From an optimization exercise on the open Yosys and OpenROAD flow, aimed at small area, a short achievable clock period and few clock cycles per item; shortcuts taken in it are not production practice. Function was not checked in any run shown here: the RTL went through the layout flow alone. Power is estimated from default activity; no workload was simulated.

<file path="flow/flow/run.sh">
#!/bin/bash
# The standard layout (standard.sh, unchanged synthesis and steps); the only
# difference is that the port buffers are built from buf_1 cells instead of the
# resizer's default pick, clkdlybuf4s50_1. Every port still gets its buffer and
# repair_timing still resizes them where timing needs it.
set -uo pipefail
bash standard.sh BUFFER_PORTS_ARGS="-buffer_cell sky130_fd_sc_hd__buf_1" finish > standard.log 2>&1
rc=$?
# per-step tool logs of the run, kept with the grade
cp -r orfs/logs/sky130hd/guide_offtarget_hamming_scan_unit/base tool_logs 2>/dev/null
exit $rc
</file>
<file path="flow/standard.sh">
#!/bin/bash
# synth_recipe.tcl (not shown) runs the flow's synth.tcl, then flattens the netlist and writes it again
# the make line also repeats each setting of config.mk as NAME=value (left out here)
make -C /OpenROAD-flow-scripts/flow DESIGN_CONFIG=/design/flow/config.mk WORK_HOME=/design/flow/orfs CLKGATE_MAP_FILE= SYNTH_SCRIPT=/design/flow/synth_recipe.tcl "${@:-finish}"
</file>
<file path="flow/config.mk">
export PLATFORM = sky130hd
export DESIGN_NAME = guide_offtarget_hamming_scan_unit
export DESIGN_NICKNAME = guide_offtarget_hamming_scan_unit
export VERILOG_FILES = /design/flow/design.v
export SDC_FILE = /design/flow/constraint.sdc
export NUM_CORES = 4
export LEC_CHECK = 0
export ABC_AREA = 1
export CAP_MARGIN = 20
export CORE_MARGIN = 2
export CORE_UTILIZATION = 45
export SETUP_SLACK_MARGIN = 3.75
export SLEW_MARGIN = 20
</file>
<file path="flow/constraint.sdc">
create_clock -name core_clock -period 6.0 [get_ports {i_clk}]
set_input_delay 1.2000 -clock core_clock [delete_from_list [all_inputs] [get_ports {i_clk}]]
set_output_delay 1.2000 -clock core_clock [all_outputs]
set_load 0.01 [all_outputs]
</file>
<file path="flow/design.v">
package gohs_pkg;
    localparam int WORD_W        = 63;   
    localparam int LEN_W         = 5;
    localparam int MAX_BASES     = 31;
    localparam int LIST_W        = 16;
    localparam int ID_W          = 32;
    localparam int MM_W          = 3;
    localparam int BIN_W         = 4;    
    localparam int MMC_W         = 6;    
    localparam int CFG_IDX_W     = 2;
    localparam int CLASS_Q_DEPTH = 4;
    localparam int OUT_Q_DEPTH   = 4;
    localparam int CLASS_W       = 1 + BIN_W + 1;                
    localparam int REC_W         = 1 + ID_W + MM_W + ID_W + 1 + 1;  
    typedef enum logic [CFG_IDX_W-1:0] {
        CFG_QUERY      = 2'd0,
        CFG_LEN        = 2'd1,
        CFG_MAX_LISTED = 2'd2
    } t_cfg_index;
    typedef enum logic {
        ST_RUN  = 1'b0,
        ST_HIST = 1'b1
    } t_back_state;
    typedef struct packed {
        logic             hit;
        logic [BIN_W-1:0] bin;
        logic             last;
    } t_class_item;
    typedef struct packed {
        logic            kind;
        logic [ID_W-1:0] entry_id;
        logic [MM_W-1:0] mismatches;
        logic [ID_W-1:0] bin_count;
        logic            list_complete;
        logic            last;
    } t_record;
endpackage
import gohs_pkg::*;
module guide_offtarget_hamming_scan_unit
#(
    parameter int HIT_MM_MAX  = 4,
    parameter int COUNT_WIDTH = 16
) (
    input  logic                 i_clk,
    input  logic                 i_rst_n,
    input  logic                 push,
    output logic                 full,
    input  logic [WORD_W-1:0]    i_entry_word,
    input  logic                 i_last_entry,
    output logic                 empty,
    input  logic                 pop,
    output logic                 o_kind,
    output logic [ID_W-1:0]      o_entry_id,
    output logic [MM_W-1:0]      o_mismatches,
    output logic [ID_W-1:0]      o_bin_count,
    output logic                 o_list_complete,
    output logic                 o_last,
    input  logic                 i_cfg_valid,
    output logic                 o_cfg_ready,
    input  logic [CFG_IDX_W-1:0] i_cfg_index,
    input  logic [WORD_W-1:0]    i_cfg_data
);
    localparam int CW    = COUNT_WIDTH;
    localparam int NB    = HIT_MM_MAX + 1;    
    localparam int DEPTH = 3;                 
    logic [WORD_W-1:0] r_query;
    logic [LEN_W-1:0]  r_len;
    logic [LIST_W-1:0] r_limit;
    logic [61:0]       r_rc;         
    logic              r_rdy;        
    logic [LEN_W-1:0]  r_k;          
    logic              r_qf;         
    logic [3:0]        r_lp0;        
    logic [7:0]        r_lp1;        
    logic              r_step;       
    logic              w_step_nx;
    logic [1:0]        w_qpair;
    logic w_wr_q, w_wr_len, w_wr_lim, w_rebuild, w_rc_step;
    assign w_wr_q    = i_cfg_valid && r_rdy && (i_cfg_index == 2'd0);
    assign w_wr_len  = i_cfg_valid && r_rdy && (i_cfg_index == 2'd1);
    assign w_wr_lim  = i_cfg_valid && r_rdy && (i_cfg_index == 2'd2);
    assign w_rebuild = w_wr_q || w_wr_len;
    assign w_rc_step = r_step;
    assign o_cfg_ready = r_rdy;
    always_ff @(posedge i_clk) begin
        if (!i_rst_n) begin
            r_query <= '0;
            r_len   <= LEN_W'(20);
            r_limit <= LIST_W'(2000);
            r_lp0   <= 4'b0001;
            r_lp1   <= 8'b0010_0000;
        end else begin
            if (w_wr_len) begin
                r_lp0 <= 4'b0001 << i_cfg_data[1:0];
                r_lp1 <= 8'b0000_0001 << i_cfg_data[4:2];
            end
            if (w_wr_q)   r_query <= i_cfg_data;
            if (w_wr_len) r_len   <= i_cfg_data[LEN_W-1:0];
            if (w_wr_lim) r_limit <= i_cfg_data[LIST_W-1:0];
        end
    end
    always_comb begin
        if (!i_rst_n)       w_step_nx = 1'b1;                         
        else if (w_wr_len)  w_step_nx = (i_cfg_data[LEN_W-1:0] != '0);
        else if (w_wr_q)    w_step_nx = (r_len != '0);
        else if (r_step)    w_step_nx = (r_k + LEN_W'(1) != r_len);
        else                w_step_nx = 1'b0;
    end
    always_ff @(posedge i_clk) begin
        r_step <= w_step_nx;
        if (!i_rst_n || w_rebuild) begin
            r_rdy <= 1'b0;
            r_k   <= '0;
        end else if (!r_rdy) begin
            if (!r_step) begin
                r_rdy <= 1'b1;
            end else begin
                r_k <= r_k + LEN_W'(1);
            end
        end
    end
    assign w_qpair = {1'b0, r_query} >> {r_k, 1'b0};
    always_ff @(posedge i_clk) begin
        if (w_rc_step) begin
            r_rc <= {r_rc[59:0], ~w_qpair};
        end
        if (!r_rdy && !w_rc_step) begin
            r_qf <= w_qpair[0];
        end
    end
    logic [31:0] w_flag;      
    logic [30:0] w_low;       
    logic [62:0] w_dq;
    logic [61:0] w_dr;
    logic        w_opp;
    logic [31:0] w_mm;
    always_comb begin
        for (int p = 0; p < 32; p++) w_flag[p] = r_lp0[p % 4] & r_lp1[p / 4];
        for (int p = 0; p < 31; p++) w_low[p]  = (r_len >  LEN_W'(p));
        w_dq  = r_query ^ i_entry_word;
        w_dr  = r_rc ^ i_entry_word[61:0];
        w_opp = 1'b0;
        for (int p = 0; p < 32; p++) w_opp = w_opp | (w_flag[p] & i_entry_word[2*p]);
        w_opp = w_opp ^ r_qf;
        for (int p = 0; p < 31; p++) begin
            w_mm[p] = (w_opp && w_low[p]) ? (w_dr[2*p] | w_dr[2*p+1])
                                          : ((w_dq[2*p] & !w_flag[p]) | w_dq[2*p+1]);
        end
        w_mm[31] = w_dq[62] & !w_flag[31];
    end
    logic        r_full;
    logic        r_v1;
    logic        r_last1;
    logic [31:0] r_mm;
    logic        w_acc;
    assign full  = r_full;
    assign w_acc = push && !r_full;
    always_ff @(posedge i_clk) begin
        r_mm    <= w_mm;
        r_last1 <= i_last_entry;
    end
    function automatic logic [4:0] th_merge(input logic [4:0] a, input logic [4:0] b);
        logic [5:0] x, y;
        logic [4:0] t;
        x = {a, 1'b1};
        y = {b, 1'b1};
        for (int k = 1; k <= 5; k++) begin
            t[k-1] = 1'b0;
            for (int i = 0; i <= k; i++) t[k-1] = t[k-1] | (x[i] & y[k-i]);
        end
        th_merge = t;
    endfunction
    logic [4:0] w_t4 [8];
    logic [4:0] w_t8 [4];
    logic [4:0] w_t16 [2];
    logic [4:0] w_t32;
    logic       w_c_hit;
    logic [2:0] w_c_bin;
    always_comb begin
        for (int g = 0; g < 8; g++) begin
            logic a, b, c, d;
            a = r_mm[4*g]; b = r_mm[4*g+1]; c = r_mm[4*g+2]; d = r_mm[4*g+3];
            w_t4[g][0] = a | b | c | d;
            w_t4[g][1] = (a & b) | (c & d) | ((a | b) & (c | d));
            w_t4[g][2] = (a & b & (c | d)) | (c & d & (a | b));
            w_t4[g][3] = a & b & c & d;
            w_t4[g][4] = 1'b0;
        end
        for (int g = 0; g < 4; g++) w_t8[g]  = th_merge(w_t4[2*g], w_t4[2*g+1]);
        for (int g = 0; g < 2; g++) w_t16[g] = th_merge(w_t8[2*g], w_t8[2*g+1]);
        w_t32   = th_merge(w_t16[0], w_t16[1]);
        w_c_hit = !w_t32[4];
        w_c_bin = {w_t32[3], w_t32[1] & !w_t32[3], (w_t32[0] & !w_t32[1]) | (w_t32[2] & !w_t32[3])};
    end
    logic [DEPTH-1:0] r_q_hit;
    logic [2:0]       r_q_bin [DEPTH];
    logic [DEPTH-1:0] r_q_last;
    logic [1:0]       r_q_cnt;
    logic             w_rd;
    logic [2:0]       w_head_bin_nx;
    logic [DEPTH-1:0] w_at0, w_at1;
    logic [1:0]       w_cnt0, w_cnt1;
    logic             w_full0, w_full1;
    always_comb begin
        for (int i = 0; i < DEPTH; i++) begin
            w_at0[i] = r_v1 && (r_q_cnt == 2'(i));
            w_at1[i] = r_v1 && (r_q_cnt == 2'(i+1));
        end
        w_cnt0  = r_q_cnt + 2'(r_v1);
        w_cnt1  = r_q_cnt + 2'(r_v1) - 2'd1;
        w_full0 = ({1'b0, w_cnt0} + 3'(w_acc)) >= 3'(DEPTH);
        w_full1 = ({1'b0, w_cnt1} + 3'(w_acc)) >= 3'(DEPTH);
    end
    assign w_head_bin_nx = w_rd ? (w_at1[0] ? w_c_bin : r_q_bin[1]) : (w_at0[0] ? w_c_bin : r_q_bin[0]);
    always_ff @(posedge i_clk) begin
        for (int i = 0; i < DEPTH; i++) begin
            if (w_rd) begin
                if (w_at1[i]) begin
                    r_q_hit[i]  <= w_c_hit;
                    r_q_bin[i]  <= w_c_bin;
                    r_q_last[i] <= r_last1;
                end else if (i < DEPTH-1) begin
                    r_q_hit[i]  <= r_q_hit[i+1];
                    r_q_bin[i]  <= r_q_bin[i+1];
                    r_q_last[i] <= r_q_last[i+1];
                end
            end else if (w_at0[i]) begin
                r_q_hit[i]  <= w_c_hit;
                r_q_bin[i]  <= w_c_bin;
                r_q_last[i] <= r_last1;
            end
        end
    end
    always_ff @(posedge i_clk) begin
        if (!i_rst_n) begin
            r_v1    <= 1'b0;
            r_q_cnt <= '0;
            r_full  <= 1'b1;
        end else begin
            r_v1    <= w_acc;
            r_q_cnt <= w_rd ? w_cnt1 : w_cnt0;
            r_full  <= w_rebuild || w_step_nx || r_step || (w_rd ? w_full1 : w_full0);
        end
    end
    function automatic logic [4:0] oh5(input logic [2:0] b);
        oh5 = 5'b00001 << b;
    endfunction
    logic          r_dump;
    logic          r_complete;
    logic [CW-1:0] r_id;         
    logic [CW-1:0] r_allow;      
    logic [CW-1:0] r_bin [NB];
    logic          r_empty;
    logic          w_out_free;
    logic          h_valid, h_hit, h_last;
    logic [2:0]    h_bin;
    logic [4:0]    r_s_oh;
    logic          w_ge1, w_ge2;
    logic          w_proc;
    logic          w_hit_beat;
    logic [4:0]    r_sel;       
    logic [CW-1:0] w_bsel;
    logic [CW-1:0] w_binc;
    logic          w_emit_h;
    assign h_valid    = (r_q_cnt != 2'd0);
    assign h_hit      = r_q_hit[0];
    assign h_bin      = r_q_bin[0];
    assign h_last     = r_q_last[0];
    assign w_out_free = r_empty || pop;
    assign w_ge1      = (r_allow != '0);
    assign w_ge2      = (r_allow[CW-1:1] != '0);
    logic          r_pend;
    logic [2:0]    r_pid;
    logic [2:0]    r_pbin;
    logic          w_park, w_emit_p;
    logic w_proc_free, w_proc_out;
    assign w_park      = r_dump && h_valid && h_hit && !h_last && !r_pend
                      && (r_id[CW-1:3] == '0);
    assign w_proc_free = h_valid && !h_hit && !((r_dump || r_pend) && h_last) || w_park;
    assign w_proc_out  = h_valid && h_hit && !r_dump && !r_pend;
    assign w_proc      = w_proc_free || (w_proc_out && w_out_free);
    assign w_rd        = w_proc;
    assign w_emit_p    = !r_dump && r_pend && w_out_free;
    assign w_hit_beat  = (w_proc_out || (!r_dump && r_pend)) && w_out_free && w_ge2;
    assign w_emit_h    = r_dump && w_out_free;
    always_comb begin
        w_bsel = '0;
        for (int b = 0; b < NB; b++) w_bsel = w_bsel | (r_bin[b] & {CW{r_sel[b]}});
        w_binc = (&w_bsel) ? w_bsel : w_bsel + CW'(1);
    end
    logic       w_dump_nx;
    logic [4:0] w_s_oh_nx;
    logic       w_pend_nx;
    logic       w_bin_inc;      
    logic       w_last_now;
    assign w_bin_inc  = (w_proc_out || (!r_dump && r_pend)) && w_out_free;
    assign w_last_now = !r_dump && !r_pend && w_proc && h_last;
    always_comb begin
        w_dump_nx = r_dump;
        w_s_oh_nx = r_s_oh;
        w_pend_nx = r_pend;
        if (w_last_now) begin
            w_dump_nx = 1'b1;
            w_s_oh_nx = 5'b00001;
        end
        if (w_emit_h) begin
            w_s_oh_nx = {r_s_oh[3:0], 1'b0};
            if (r_s_oh[HIT_MM_MAX]) w_dump_nx = 1'b0;
        end
        if (w_park)   w_pend_nx = 1'b1;
        if (w_emit_p) w_pend_nx = 1'b0;
    end
    always_ff @(posedge i_clk) begin
        if (!i_rst_n) begin
            r_sel  <= '0;
        end else begin
            r_sel  <= w_dump_nx ? w_s_oh_nx : oh5(w_pend_nx ? (w_park ? h_bin : r_pbin) : w_head_bin_nx);
        end
        r_dump <= i_rst_n && w_dump_nx;
        r_pend <= i_rst_n && w_pend_nx;
        r_s_oh <= w_s_oh_nx;
        if (w_park) begin
            r_pid <= r_id[2:0];
            r_pbin <= h_bin;
        end
    end
    always_ff @(posedge i_clk) begin
        if (!i_rst_n) begin
            r_complete <= 1'b0;
            r_id       <= CW'(1);
            r_allow    <= CW'(2000);
            for (int b = 0; b < NB; b++) r_bin[b] <= '0;
        end else begin
            if (w_wr_lim) r_allow <= CW'(i_cfg_data[LIST_W-1:0]);
            if (w_proc) begin
                r_id <= w_last_now ? CW'(1) : r_id + CW'(1);
            end
            if (w_last_now) begin
                r_allow    <= CW'(r_limit);
                r_complete <= h_hit ? w_ge2 : w_ge1;
            end else if (w_bin_inc && w_ge1) begin
                r_allow <= r_allow - CW'(1);
            end
            if (w_bin_inc) begin
                for (int b = 0; b < NB; b++) if (r_sel[b]) r_bin[b] <= w_binc;
            end
            if (w_emit_h) begin
                for (int b = 0; b < NB; b++) if (r_s_oh[b]) r_bin[b] <= '0;
            end
        end
    end
    logic [CW-1:0] r_o_id;
    logic [CW-1:0] r_o_cnt;
    logic          r_o_kind, r_o_cpl, r_o_last;
    logic [2:0]    r_o_mm;
    always_ff @(posedge i_clk) begin
        if (!i_rst_n) begin
            r_empty <= 1'b1;
        end else if (w_out_free) begin
            r_empty <= !(w_hit_beat || w_emit_h);
        end
    end
    always_ff @(posedge i_clk) begin
        if (w_out_free) begin
            r_o_kind <= r_dump;
            r_o_id   <= r_dump ? '0 : (r_pend ? CW'(r_pid) : r_id);
            r_o_mm   <= r_dump ? {r_s_oh[4], r_s_oh[3] | r_s_oh[2], r_s_oh[3] | r_s_oh[1]}
                      : (r_pend ? r_pbin : h_bin);
            r_o_cnt  <= r_dump ? w_bsel : '0;
            r_o_cpl  <= r_dump && r_complete;
            r_o_last <= r_dump && r_s_oh[HIT_MM_MAX];
        end
    end
    assign empty           = r_empty;
    assign o_kind          = r_o_kind;
    assign o_entry_id      = {{(ID_W-CW){1'b0}}, r_o_id};
    assign o_mismatches    = r_o_mm;
    assign o_bin_count     = {{(ID_W-CW){1'b0}}, r_o_cnt};
    assign o_list_complete = r_o_cpl;
    assign o_last          = r_o_last;
endmodule
</file>
==> results of run 1 <==
==> final cells by class <==
type,instances,area share [%]
Sequential cell,388,34.5
Clock buffer,66,5.08
Tap cell,585,2.82
Inverter,291,4.98
Multi-Input combinational cell,1751,42.2
Timing Repair Buffer,359,9.69
Timing Repair inverter,10,0.294
Clock inverter,13,0.430
==> cells by family (layout without fill, tap and decap cells) <==
logic type	after synthesis	count (layout)
buffers and inverters	423	739
muxes	6	6
DFF	388	388
other	1	32
xor gates and xnor gates	117	117
AOI/OAI and AO/OA	607	607
adders and majority gates	12	12
and+or+nand+nor	975	977
==> worst max path at each step <==
stage	start	end	cells after the start	slack [ps]
after floorplan	pop	r_sel[0]	8	3080
after global placement	pop	r_id[7]	11	2120
after detailed placement	pop	r_id[7]	11	1990
after CTS	i_entry_word[56]	r_mm[2]	13	3490
after global routing	i_entry_word[56]	r_mm[18]	15	3300
final	i_entry_word[56]	r_mm[8]	14	3330
==> power by group <==
group	internal [mW]	total, mW	switching (mW)
clock network	1.59	2.68	1.08
logic	1.26	3.05	1.79
registers	3.11	3.38	0.275
==> cells in the mapped netlist, types with 14 or more instances <==
| cell type | n |
|---|---|
| sky130_fd_sc_hd__a21oi_1 | 127 |
| sky130_fd_sc_hd__o21ai_1 | 15 |
| sky130_fd_sc_hd__o211ai_1 | 34 |
| sky130_fd_sc_hd__dfxtp_1 | 277 |
| sky130_fd_sc_hd__inv_1 | 272 |
| sky130_fd_sc_hd__nor2_1 | 336 |
| sky130_fd_sc_hd__edfxtp_1 | 111 |
| sky130_fd_sc_hd__nand2_1 | 414 |
| sky130_fd_sc_hd__o21ai_0 | 275 |
| sky130_fd_sc_hd__clkbuf_1 | 79 |
| sky130_fd_sc_hd__a22o_1 | 15 |
| sky130_fd_sc_hd__xor2_1 | 64 |
| sky130_fd_sc_hd__or2_2 | 16 |
| sky130_fd_sc_hd__o21bai_1 | 37 |
| sky130_fd_sc_hd__nand4_1 | 23 |
| sky130_fd_sc_hd__nor2_2 | 16 |
| sky130_fd_sc_hd__buf_4 | 35 |
| sky130_fd_sc_hd__buf_2 | 14 |
| sky130_fd_sc_hd__xnor2_1 | 52 |
| sky130_fd_sc_hd__nor3_1 | 18 |
| sky130_fd_sc_hd__nand3_1 | 104 |
| sky130_fd_sc_hd__o22ai_1 | 14 |
==> metrics by stage <==
stage	utilization, %	instances	power, mW	setup slack, ps
2_1_floorplan	-	2560	4.83	3080
3_3_place_gp	48.4	3198	5.18	2120
3_5_place_dp	48.4	3198	5.23	1990
4_1_cts	56.6	3395	8.45	3490
5_1_grt	60.2	3463	9.55	3300
6_report	60.2	3463	9.11	3330
==> sequential cells by signal (all words and copies together), names as in the netlist, 5 cells and up <==
register	flops
r_q_bin	9
r_o_id	16
r_rc	62
r_id	16
r_lp1	8
r_o_cnt	16
r_sel	5
r_s_oh	5
r_allow	16
r_limit	16
r_len	5
r_k	5
r_mm	32
r_bin	80
r_query	63
==> layout by cell type (no fill, tap or decap), types with 61 or more instances in the layout <==
cell / Yosys / final
sky130_fd_sc_hd__dfxtp_1: 277 / 245
sky130_fd_sc_hd__nand2_2: 10 / 61
sky130_fd_sc_hd__nor2_1: 336 / 278
sky130_fd_sc_hd__buf_1: 2 / 128
sky130_fd_sc_hd__xor2_1: 64 / 63
sky130_fd_sc_hd__inv_1: 272 / 220
sky130_fd_sc_hd__buf_4: 35 / 130
sky130_fd_sc_hd__edfxtp_1: 111 / 111
sky130_fd_sc_hd__nand2_1: 414 / 336
sky130_fd_sc_hd__o21ai_0: 275 / 187
sky130_fd_sc_hd__o21ai_1: 15 / 68
sky130_fd_sc_hd__a21oi_1: 127 / 101
sky130_fd_sc_hd__nand3_1: 104 / 66
==> worst max-delay path: cells and delay by family <==
kind / cells / cell delay [ps]
AND/OR/NAND/NOR: 5 / 1110
AO/OA/AOI/OAI: 4 / 400
buffers and inverters: 5 / 390
==> timing repair <==
item | in CTS | in global routing
resized for setup | 326 | 294
pin swaps | 119 | 119
buffers inserted | 109 | 64
endpoints found under the setup margin | 235 | 264
gates cloned | 9 | 4
hold buffers | 0 | 0
==> metal layers <==
metal  vias up  GRT usage, %
li1       8985             -
met1      8759          34.5
met2       629          43.4
met3       143          4.63
met4         2          9.08
met5         -             0
==> run summary, run 1 <==
# TYPE chip_impl_metric gauge
chip_impl_info{name="worst_path_cell_chain",value="buf_12, clkinv_8, o22ai_2, inv_1, nand4_1, nor4_2, nand3_1, or2_4, nand2_8, buf_12, inv_16, o21ai_4, o211ai_1, o31a_1"} 1
chip_impl_metric{name="postPlaceCellArea",unit="sq mm"} 0.0209
chip_impl_metric{name="power.ir.vdd_worst",unit="V"} 0.000233
chip_impl_metric{name="wire_length_of_the_first_global_routing_pass",unit="mm"} 93.1
chip_impl_info{name="post-synth-top-area-cell",value="sky130_fd_sc_hd__dfxtp_1"} 1
chip_impl_metric{name="ys_types",unit=""} 69
chip_impl_metric{name="path_clk_slew",unit="ps"} 60
chip_impl_metric{name="cts-htree-levels",unit=""} 2
chip_impl_metric{name="portBuffers",unit=""} 174
chip_impl_metric{name="static-leakage-power",unit="nW"} 11.0
chip_impl_info{name="cp_common_cell",value="sky130_fd_sc_hd__buf_12"} 1
chip_impl_metric{name="min_path_cells",unit=""} 0
chip_impl_metric{name="place_hpwl",unit="mm"} 39.8
chip_impl_metric{name="totalNegativeSetupSlack",unit="ps"} 0
chip_impl_metric{name="slew_headroom",unit="%"} 39.2
chip_impl_metric{name="fin_area",unit="sq mm"} 0.0259
chip_impl_metric{name="detail_route.vias_per_cell",unit=""} 5.35
chip_impl_metric{name="numCtsBuffers",unit=""} 44
chip_impl_metric{name="post_route_cells_drive_above_1_share",unit="%"} 26.2
chip_impl_metric{name="clkSinkCount",unit=""} 388
chip_impl_metric{name="worst_slew_pin_slew",unit="ps"} 912
chip_impl_info{name="worst-setup-path-type",value="in -> reg"} 1
chip_impl_metric{name="cp.arrival",unit="ps"} 3110
chip_impl_metric{name="cts_max_path_buffers",unit=""} 3
chip_impl_metric{name="num_antenna_cells",unit=""} 0
chip_impl_info{name="cts_tree",value="built"} 1
chip_impl_info{name="timing.critical_path.from_type",value="primary input"} 1
chip_impl_metric{name="clock_latency",unit="ps"} 580
chip_impl_metric{name="std_cell_rows",unit=""} 76
chip_impl_metric{name="dr_total_vias",unit=""} 18500
chip_impl_metric{name="netlist_area",unit="sq mm"} 0.0197
chip_impl_metric{name="async_reset_ff_share",unit="%"} 0
chip_impl_metric{name="post_drt_antenna_nets",unit=""} 0
chip_impl_metric{name="ff_latch_area",unit="sq mm"} 0.00895
chip_impl_info{name="r2r-start",value="r_lp0[0]"} 1
chip_impl_info{name="min_to",value="r_rc[37]"} 1
chip_impl_metric{name="synth-warning-count",unit=""} 6
chip_impl_info{name="yosys-top-cells-area",value="sky130_fd_sc_hd__dfxtp_1 28%, sky130_fd_sc_hd__edfxtp_1 17%, sky130_fd_sc_hd__nand2_1 7.9%"} 1
chip_impl_metric{name="finalSetupViolCount",unit=""} 0
chip_impl_metric{name="cp_slowest_stage_delay",unit="ps"} 320
chip_impl_metric{name="critical_path_required",unit="ps"} 6440
chip_impl_metric{name="wirelength",unit="mm"} 61.8
chip_impl_metric{name="synth_simple_gate_area_share",unit="%"} 21.3
chip_impl_metric{name="area_of_the_multi_input_gates",unit="sq mm"} 0.0109
chip_impl_metric{name="detail_route.iter0.violations",unit=""} 1263
chip_impl_metric{name="floorplan.core_area",unit="sq mm"} 0.0431
chip_impl_metric{name="synth-adder-area-share",unit="%"} 0.763
chip_impl_metric{name="initial_utilization",unit="%"} 45.7
chip_impl_metric{name="critPathMaxFanout",unit=""} 11
chip_impl_info{name="maxUsedRoutingLayer",value="met5"} 1
chip_impl_metric{name="reg2reg_setup_slack",unit="ps"} 3420
chip_impl_info{name="rsz_0062_raised_after_global_routing",value="yes"} 1
chip_impl_metric{name="yosys.area_share.xor_xnor",unit="%"} 5.24
chip_impl_info{name="crit_path_top_delay_cell",value="sky130_fd_sc_hd__or2_4"} 1
chip_impl_metric{name="finClkSkew",unit="ps"} 20.1
chip_impl_info{name="hold_path_startpoint",value="r_rc[35]"} 1
chip_impl_metric{name="number_of_global_route_vias_before_repair",unit=""} 17500
chip_impl_metric{name="post-route-period-util",unit="%"} 44.5
chip_impl_metric{name="fin_hold_ws",unit="ps"} 467
chip_impl_metric{name="floorplan.die.height",unit="um"} 213
chip_impl_metric{name="globalRoute.totalOverflow",unit=""} 0
chip_impl_metric{name="num_io_pins",unit=""} 207
chip_impl_metric{name="synth_area_per_cell",unit="sq um"} 7.78
chip_impl_metric{name="grt_util_all_layers",unit="%"} 26.2
chip_impl_info{name="hold_path_class",value="reg -> reg"} 1
chip_impl_metric{name="drv.max_cap_violation_count",unit=""} 0
chip_impl_info{name="endpoint_kind",value="register"} 1
chip_impl_metric{name="floorplan.die_area",unit="sq mm"} 0.0454
chip_impl_metric{name="timing.final.max_slew_violations",unit=""} 0
chip_impl_metric{name="synth_compound_area_share",unit="%"} 18.3
chip_impl_metric{name="fin_nets",unit=""} 2991
chip_impl_metric{name="fill_cells",unit=""} 3799
chip_impl_metric{name="ff2ff_path_depth",unit=""} 13
chip_impl_metric{name="drc",unit=""} 0
chip_impl_metric{name="antenna_violations_before_repair",unit=""} 1
chip_impl_metric{name="period_minus_slack",unit="ps"} 2670
chip_impl_metric{name="muxShareOfSynthArea",unit="%"} 0.305
chip_impl_info{name="status",value="timing/DRC/antenna clean"} 1
chip_impl_metric{name="wl_met3",unit="mm"} 4.18
chip_impl_metric{name="post_synth_inst_count",unit=""} 2529
chip_impl_metric{name="wirelength_met1",unit="mm"} 26.1
chip_impl_metric{name="power-per-cell-area",unit="mW/mm^2"} 351
chip_impl_metric{name="globalplace.congestion",unit=""} 0.920
chip_impl_metric{name="grt_start_max_net_pins",unit=""} 112
chip_impl_metric{name="synth-seq-cells",unit=""} 388
chip_impl_metric{name="met2WireLength",unit="mm"} 29.4
chip_impl_metric{name="flow.area_growth_from_synthesis",unit="%"} 31.7
chip_impl_info{name="worst_r2r_endpoint",value="r_mm[8]"} 1
chip_impl_metric{name="synth_seq_area_share",unit="%"} 45.1
chip_impl_info{name="dominant_combinational_cell_family_by_area_after_synthesis",value="simple AND/OR/NAND/NOR gates"} 1
chip_impl_metric{name="dieWidth",unit="um"} 213
chip_impl_metric{name="timing_hold_violations_final",unit=""} 0
chip_impl_metric{name="timing.fmax",unit="GHz"} 0.375
chip_impl_info{name="ys.flop_type",value="sky130_fd_sc_hd__dfxtp_1"} 1
chip_impl_metric{name="detail_route.first_pass.iterations",unit=""} 6
chip_impl_metric{name="yosysTopAreaCellShare",unit="%"} 28.2
chip_impl_metric{name="synth_edf_count",unit=""} 111
chip_impl_metric{name="routed_wire_length_per_instance",unit="um"} 17.8
chip_impl_info{name="cts_root_buffer",value="sky130_fd_sc_hd__clkbuf_16"} 1
==> inputs of run 2 (changes only) <==
--- a/flow/design.v
+++ b/flow/design.v
@@ -71,8 +71,4 @@
     logic [LEN_W-1:0]  r_k;          
     logic              r_qf;         
-    logic [3:0]        r_lp0;        
-    logic [7:0]        r_lp1;        
-    logic              r_step;       
-    logic              w_step_nx;
     logic [1:0]        w_qpair;
     logic w_wr_q, w_wr_len, w_wr_lim, w_rebuild, w_rc_step;
@@ -81,5 +77,5 @@
     assign w_wr_lim  = i_cfg_valid && r_rdy && (i_cfg_index == 2'd2);
     assign w_rebuild = w_wr_q || w_wr_len;
-    assign w_rc_step = r_step;
+    assign w_rc_step = !r_rdy && (r_k != r_len);
     assign o_cfg_ready = r_rdy;
     always_ff @(posedge i_clk) begin
@@ -88,11 +84,5 @@
             r_len   <= LEN_W'(20);
             r_limit <= LIST_W'(2000);
-            r_lp0   <= 4'b0001;
-            r_lp1   <= 8'b0010_0000;
         end else begin
-            if (w_wr_len) begin
-                r_lp0 <= 4'b0001 << i_cfg_data[1:0];
-                r_lp1 <= 8'b0000_0001 << i_cfg_data[4:2];
-            end
             if (w_wr_q)   r_query <= i_cfg_data;
             if (w_wr_len) r_len   <= i_cfg_data[LEN_W-1:0];
@@ -100,18 +90,10 @@
         end
     end
-    always_comb begin
-        if (!i_rst_n)       w_step_nx = 1'b1;                         
-        else if (w_wr_len)  w_step_nx = (i_cfg_data[LEN_W-1:0] != '0);
-        else if (w_wr_q)    w_step_nx = (r_len != '0);
-        else if (r_step)    w_step_nx = (r_k + LEN_W'(1) != r_len);
-        else                w_step_nx = 1'b0;
-    end
     always_ff @(posedge i_clk) begin
-        r_step <= w_step_nx;
         if (!i_rst_n || w_rebuild) begin
             r_rdy <= 1'b0;
             r_k   <= '0;
         end else if (!r_rdy) begin
-            if (!r_step) begin
+            if (r_k == r_len) begin
                 r_rdy <= 1'b1;
             end else begin
@@ -136,5 +118,5 @@
     logic [31:0] w_mm;
     always_comb begin
-        for (int p = 0; p < 32; p++) w_flag[p] = r_lp0[p % 4] & r_lp1[p / 4];
+        for (int p = 0; p < 32; p++) w_flag[p] = (r_len == LEN_W'(p));
         for (int p = 0; p < 31; p++) w_low[p]  = (r_len >  LEN_W'(p));
         w_dq  = r_query ^ i_entry_word;
@@ -240,5 +222,5 @@
             r_v1    <= w_acc;
             r_q_cnt <= w_rd ? w_cnt1 : w_cnt0;
-            r_full  <= w_rebuild || w_step_nx || r_step || (w_rd ? w_full1 : w_full0);
+            r_full  <= w_rebuild || (!r_rdy && w_rc_step) || (w_rd ? w_full1 : w_full0);
         end
     end
==> run summary, run 2 <==
# TYPE chip_impl_metric gauge
chip_impl_metric{name="drv.max_cap_violation_count",unit=""} 0
chip_impl_metric{name="synth-warning-count",unit=""} 6
chip_impl_info{name="timing.critical_path.from_type",value="primary input"} 1
chip_impl_metric{name="clock_latency",unit="ps"} 580
chip_impl_info{name="cts_root_buffer",value="sky130_fd_sc_hd__clkbuf_16"} 1
chip_impl_metric{name="num_io_pins",unit=""} 207
chip_impl_metric{name="portBuffers",unit=""} 174
chip_impl_info{name="maxUsedRoutingLayer",value="met4"} 1
chip_impl_metric{name="area_of_the_multi_input_gates",unit="sq mm"} 0.0112
chip_impl_metric{name="cts-htree-levels",unit=""} 2
chip_impl_metric{name="fill_cells",unit=""} 3854
chip_impl_metric{name="post_synth_inst_count",unit=""} 2589
chip_impl_metric{name="dr_total_vias",unit=""} 19300
chip_impl_metric{name="floorplan.die_area",unit="sq mm"} 0.0451
chip_impl_info{name="post-synth-top-area-cell",value="sky130_fd_sc_hd__dfxtp_1"} 1
chip_impl_info{name="hold_path_class",value="reg -> reg"} 1
chip_impl_metric{name="drc",unit=""} 0
chip_impl_metric{name="totalNegativeSetupSlack",unit="ps"} 0
chip_impl_info{name="yosys-top-cells-area",value="sky130_fd_sc_hd__dfxtp_1 27%, sky130_fd_sc_hd__edfxtp_1 17%, sky130_fd_sc_hd__nand2_1 9.7%"} 1
chip_impl_metric{name="clkSinkCount",unit=""} 375
chip_impl_metric{name="async_reset_ff_share",unit="%"} 0
chip_impl_metric{name="post_route_cells_drive_above_1_share",unit="%"} 25.5
chip_impl_metric{name="std_cell_rows",unit=""} 76
chip_impl_info{name="r2r-start",value="r_len[3]"} 1
chip_impl_metric{name="synth-seq-cells",unit=""} 375
chip_impl_metric{name="worst_slew_pin_slew",unit="ps"} 854
chip_impl_metric{name="grt_start_max_net_pins",unit=""} 105
chip_impl_metric{name="ys_types",unit=""} 64
chip_impl_metric{name="number_of_global_route_vias_before_repair",unit=""} 17800
chip_impl_metric{name="wirelength_met1",unit="mm"} 27.3
chip_impl_info{name="min_to",value="r_limit[9]"} 1
chip_impl_metric{name="num_antenna_cells",unit=""} 0
chip_impl_metric{name="synth_area_per_cell",unit="sq um"} 7.55
chip_impl_metric{name="wl_met3",unit="mm"} 5.84
chip_impl_info{name="endpoint_kind",value="register"} 1
chip_impl_metric{name="initial_utilization",unit="%"} 45.5
chip_impl_metric{name="synth_seq_area_share",unit="%"} 44.1
chip_impl_metric{name="static-leakage-power",unit="nW"} 11.2
chip_impl_metric{name="timing_hold_violations_final",unit=""} 0
chip_impl_metric{name="period_minus_slack",unit="ps"} 2560
chip_impl_metric{name="flow.area_growth_from_synthesis",unit="%"} 31.6
chip_impl_metric{name="dieWidth",unit="um"} 212
chip_impl_metric{name="cp.arrival",unit="ps"} 3060
chip_impl_metric{name="critPathMaxFanout",unit=""} 5
chip_impl_info{name="final_common_cell",value="sky130_fd_sc_hd__nand2_1"} 1
chip_impl_metric{name="dpl.cell_count",unit=""} 3251
chip_impl_metric{name="numCtsBuffers",unit=""} 43
chip_impl_metric{name="ff2ff_path_depth",unit=""} 16
chip_impl_metric{name="wirelength",unit="mm"} 67.0
chip_impl_info{name="rsz_0062_raised_after_global_routing",value="yes"} 1
chip_impl_info{name="status",value="timing/DRC/antenna clean"} 1
chip_impl_metric{name="setup_ws",unit="ps"} 3440
chip_impl_metric{name="place_hpwl",unit="mm"} 40.3
chip_impl_metric{name="detail_route.vias_per_cell",unit=""} 5.50
chip_impl_metric{name="antenna_violations_before_repair",unit=""} 0
chip_impl_metric{name="min_path_cells",unit=""} 2
chip_impl_metric{name="grt_util_all_layers",unit="%"} 27.6
chip_impl_metric{name="wire_length_of_the_first_global_routing_pass",unit="mm"} 97.2
chip_impl_info{name="worst-setup-path-type",value="in -> reg"} 1
chip_impl_metric{name="power.ir.vdd_worst",unit="V"} 0.000241
chip_impl_metric{name="total_power",unit="mW"} 8.57
chip_impl_info{name="yosys.cell_count.top_type",value="sky130_fd_sc_hd__nand2_1"} 1
chip_impl_metric{name="globalRoute.totalOverflow",unit=""} 0
chip_impl_info{name="cts_tree",value="built"} 1
chip_impl_metric{name="critical_path_required",unit="ps"} 6500
chip_impl_metric{name="detail_route.first_pass.iterations",unit=""} 5
chip_impl_metric{name="post_drt_antenna_nets",unit=""} 0
chip_impl_info{name="hold_path_startpoint",value="r_limit[9]"} 1
chip_impl_metric{name="finalSetupViolCount",unit=""} 0
chip_impl_info{name="worst_r2r_endpoint",value="r_mm[21]"} 1
chip_impl_metric{name="netlist_area",unit="sq mm"} 0.0196
chip_impl_metric{name="synth_edf_count",unit=""} 111
chip_impl_metric{name="reg2reg_setup_slack",unit="ps"} 3460
chip_impl_metric{name="detail_route.iter0.violations",unit=""} 1768
chip_impl_metric{name="met2WireLength",unit="mm"} 30.4
chip_impl_metric{name="post-route-period-util",unit="%"} 42.7
chip_impl_metric{name="fin_nets",unit=""} 3045
chip_impl_info{name="ys.flop_type",value="sky130_fd_sc_hd__dfxtp_1"} 1
chip_impl_metric{name="globalplace.congestion",unit=""} 0.904
chip_impl_metric{name="timing.fmax",unit="GHz"} 0.391
chip_impl_metric{name="floorplan.core_area",unit="sq mm"} 0.0430
chip_impl_info{name="synthTopCellsByCount",value="507 x sky130_fd_sc_hd__nand2_1, 367 x sky130_fd_sc_hd__nor2_1, 264 x sky130_fd_sc_hd__dfxtp_1"} 1
chip_impl_metric{name="ff_latch_area",unit="sq mm"} 0.00871
chip_impl_metric{name="yosysTopAreaCellShare",unit="%"} 27.0
chip_impl_metric{name="finClkSkew",unit="ps"} 14.6
chip_impl_metric{name="floorplan.die.height",unit="um"} 212
chip_impl_metric{name="largest_reg_flops",unit=""} 80
chip_impl_metric{name="slew_headroom",unit="%"} 42.6
chip_impl_metric{name="cts_max_path_buffers",unit=""} 3
chip_impl_info{name="reg_top3",value="r_bin x80, r_query x63, r_rc x62"} 1
chip_impl_info{name="mostFrequentLayoutCells",value="428 x sky130_fd_sc_hd__nand2_1, 296 x sky130_fd_sc_hd__nor2_1, 231 x sky130_fd_sc_hd__dfxtp_1, 223 x sky130_fd_sc_hd__inv_1, 179 x sky130_fd_sc_hd__o21ai_0"} 1
chip_impl_metric{name="path_clk_slew",unit="ps"} 60
chip_impl_metric{name="power-per-cell-area",unit="mW/mm^2"} 333
chip_impl_metric{name="routed_wire_length_per_instance",unit="um"} 19.1
chip_impl_metric{name="timing.final.max_slew_violations",unit=""} 0
chip_impl_metric{name="layoutNonFillerInstCount",unit=""} 3517
chip_impl_metric{name="final_core_utilization",unit="%"} 59.9
chip_impl_metric{name="place_worst_setup_slack",unit="ps"} 1940
chip_impl_info{name="regMostFlops",value="r_bin"} 1
-- run 2: where the power goes --
| part | total [mW] | internal [mW] | switching (mW) |
|---|---|---|---|
| clock network | 2.60 | 1.51 | 1.09 |
| registers | 3.27 | 3.01 | 0.267 |
| logic | 2.69 | 1.05 | 1.65 |
| total | 8.57 | 5.57 | 3.00 |
-- run 2: routing by layer --
| layer | track usage (%) | vias up |
|---|---|---|
| met5 | 0 | - |
| met4 | 13.0 | 0 |
| met3 | 6.34 | 261 |
| met2 | 43.9 | 899 |
| met1 | 35.5 | 9063 |
| li1 | - | 9118 |
-- run 2: worst max-delay path by stage --
stage,from,end,slack [ps],cells past startpoint
floorplan,pop,r_sel[2],3050,10
global placement,pop,r_bin[4][8],2100,7
detailed placement,pop,r_bin[4][3],1940,7
CTS,pop,r_id[14],3420,19
global route,pop,r_id[13],3370,17
finish,pop,r_id[13],3440,17
-- run 2: worst max-delay path, stage by stage --
cell and delay [ps]:
sky130_fd_sc_hd__buf_6 90, sky130_fd_sc_hd__nor2_4 140, sky130_fd_sc_hd__buf_12 130, sky130_fd_sc_hd__o21ai_2 50
sky130_fd_sc_hd__o211ai_2 90, sky130_fd_sc_hd__nand2_4 120, sky130_fd_sc_hd__buf_6 130, sky130_fd_sc_hd__buf_12 120
sky130_fd_sc_hd__inv_12 40, sky130_fd_sc_hd__nor2_4 30, sky130_fd_sc_hd__buf_12 140, sky130_fd_sc_hd__buf_8 130
sky130_fd_sc_hd__buf_6 110, sky130_fd_sc_hd__nor2_4 190, sky130_fd_sc_hd__buf_6 140, sky130_fd_sc_hd__nand2_1 70
sky130_fd_sc_hd__a21oi_2 120
-- run 2: cell families (layout without fill, tap and decap cells) --
logic type                 count (synthesis)  after routing  share of synthesized area (%)
buffers and inverters                    428            723                           9.39
xor gates and xnor gates                 139            139                           6.26
adders and majority gates                 12             12                          0.768
other                                      1             32                         0.0192
muxes                                      4              4                          0.205
AOI/OAI and AO/OA                        504            504                           14.9
DFF                                      375            375                           44.1
and+or+nand+nor                         1126           1143                           24.3
-- run 2: final cells by class --
| class | count | share of cell area (%) |
|---|---|---|
| Clock inverter | 20 | 0.695 |
| Timing Repair Buffer | 339 | 9.42 |
| Tap cell | 585 | 2.84 |
| Timing Repair inverter | 13 | 0.360 |
| Clock buffer | 58 | 4.61 |
| Inverter | 293 | 4.84 |
| Sequential cell | 375 | 33.8 |
| Multi-Input combinational cell | 1834 | 43.4 |
-- run 2: timing repair --
action / CTS / global route
cloned: 22 / 10
hold buffers: 0 / 0
resized for setup: 281 / 376
setup buffers: 82 / 73
pin swaps: 72 / 138
setup endpoints to repair: 403 / 247
-- run 2: stage by stage --
step           hold slack (ps)  area [sq um]
2_1_floorplan              424         19900
3_5_place_dp               436         20500
4_1_cts                    424         23800
6_report                   464         25700
5_1_grt                    473         25700
3_3_place_gp               429         20500

==> port drivers added, routing unchanged <==
The results above use ideal ports. As a check the final layouts listed here were re-extracted and re-timed, cells and wires unchanged.
Step 1 assumes that a clkbuf_16 drives the clock port and a buf_2 every other input.
Step 2, shift: input delay + t, output delay - t, t = (earliest + latest rising clock arrival at the registers) / 2. This alone moves slack from input paths to output paths.
a / b / c = ideal ports / drivers / drivers and shift; a / b = the first two.
run | t (ns) | setup slack, ns | worst register clock-pin slew, ns
run 1 | 0.621 | 3.332 / 3.341 / 2.720 | 0.06 / 0.06
run 2 | 0.622 | 3.440 / 3.460 / 2.841 | 0.07 / 0.07
After both steps every run listed still meets setup and hold. The setup slack of run 1, which loses most, moves by +0.009 ns with the drivers and by -0.612 ns with both steps.
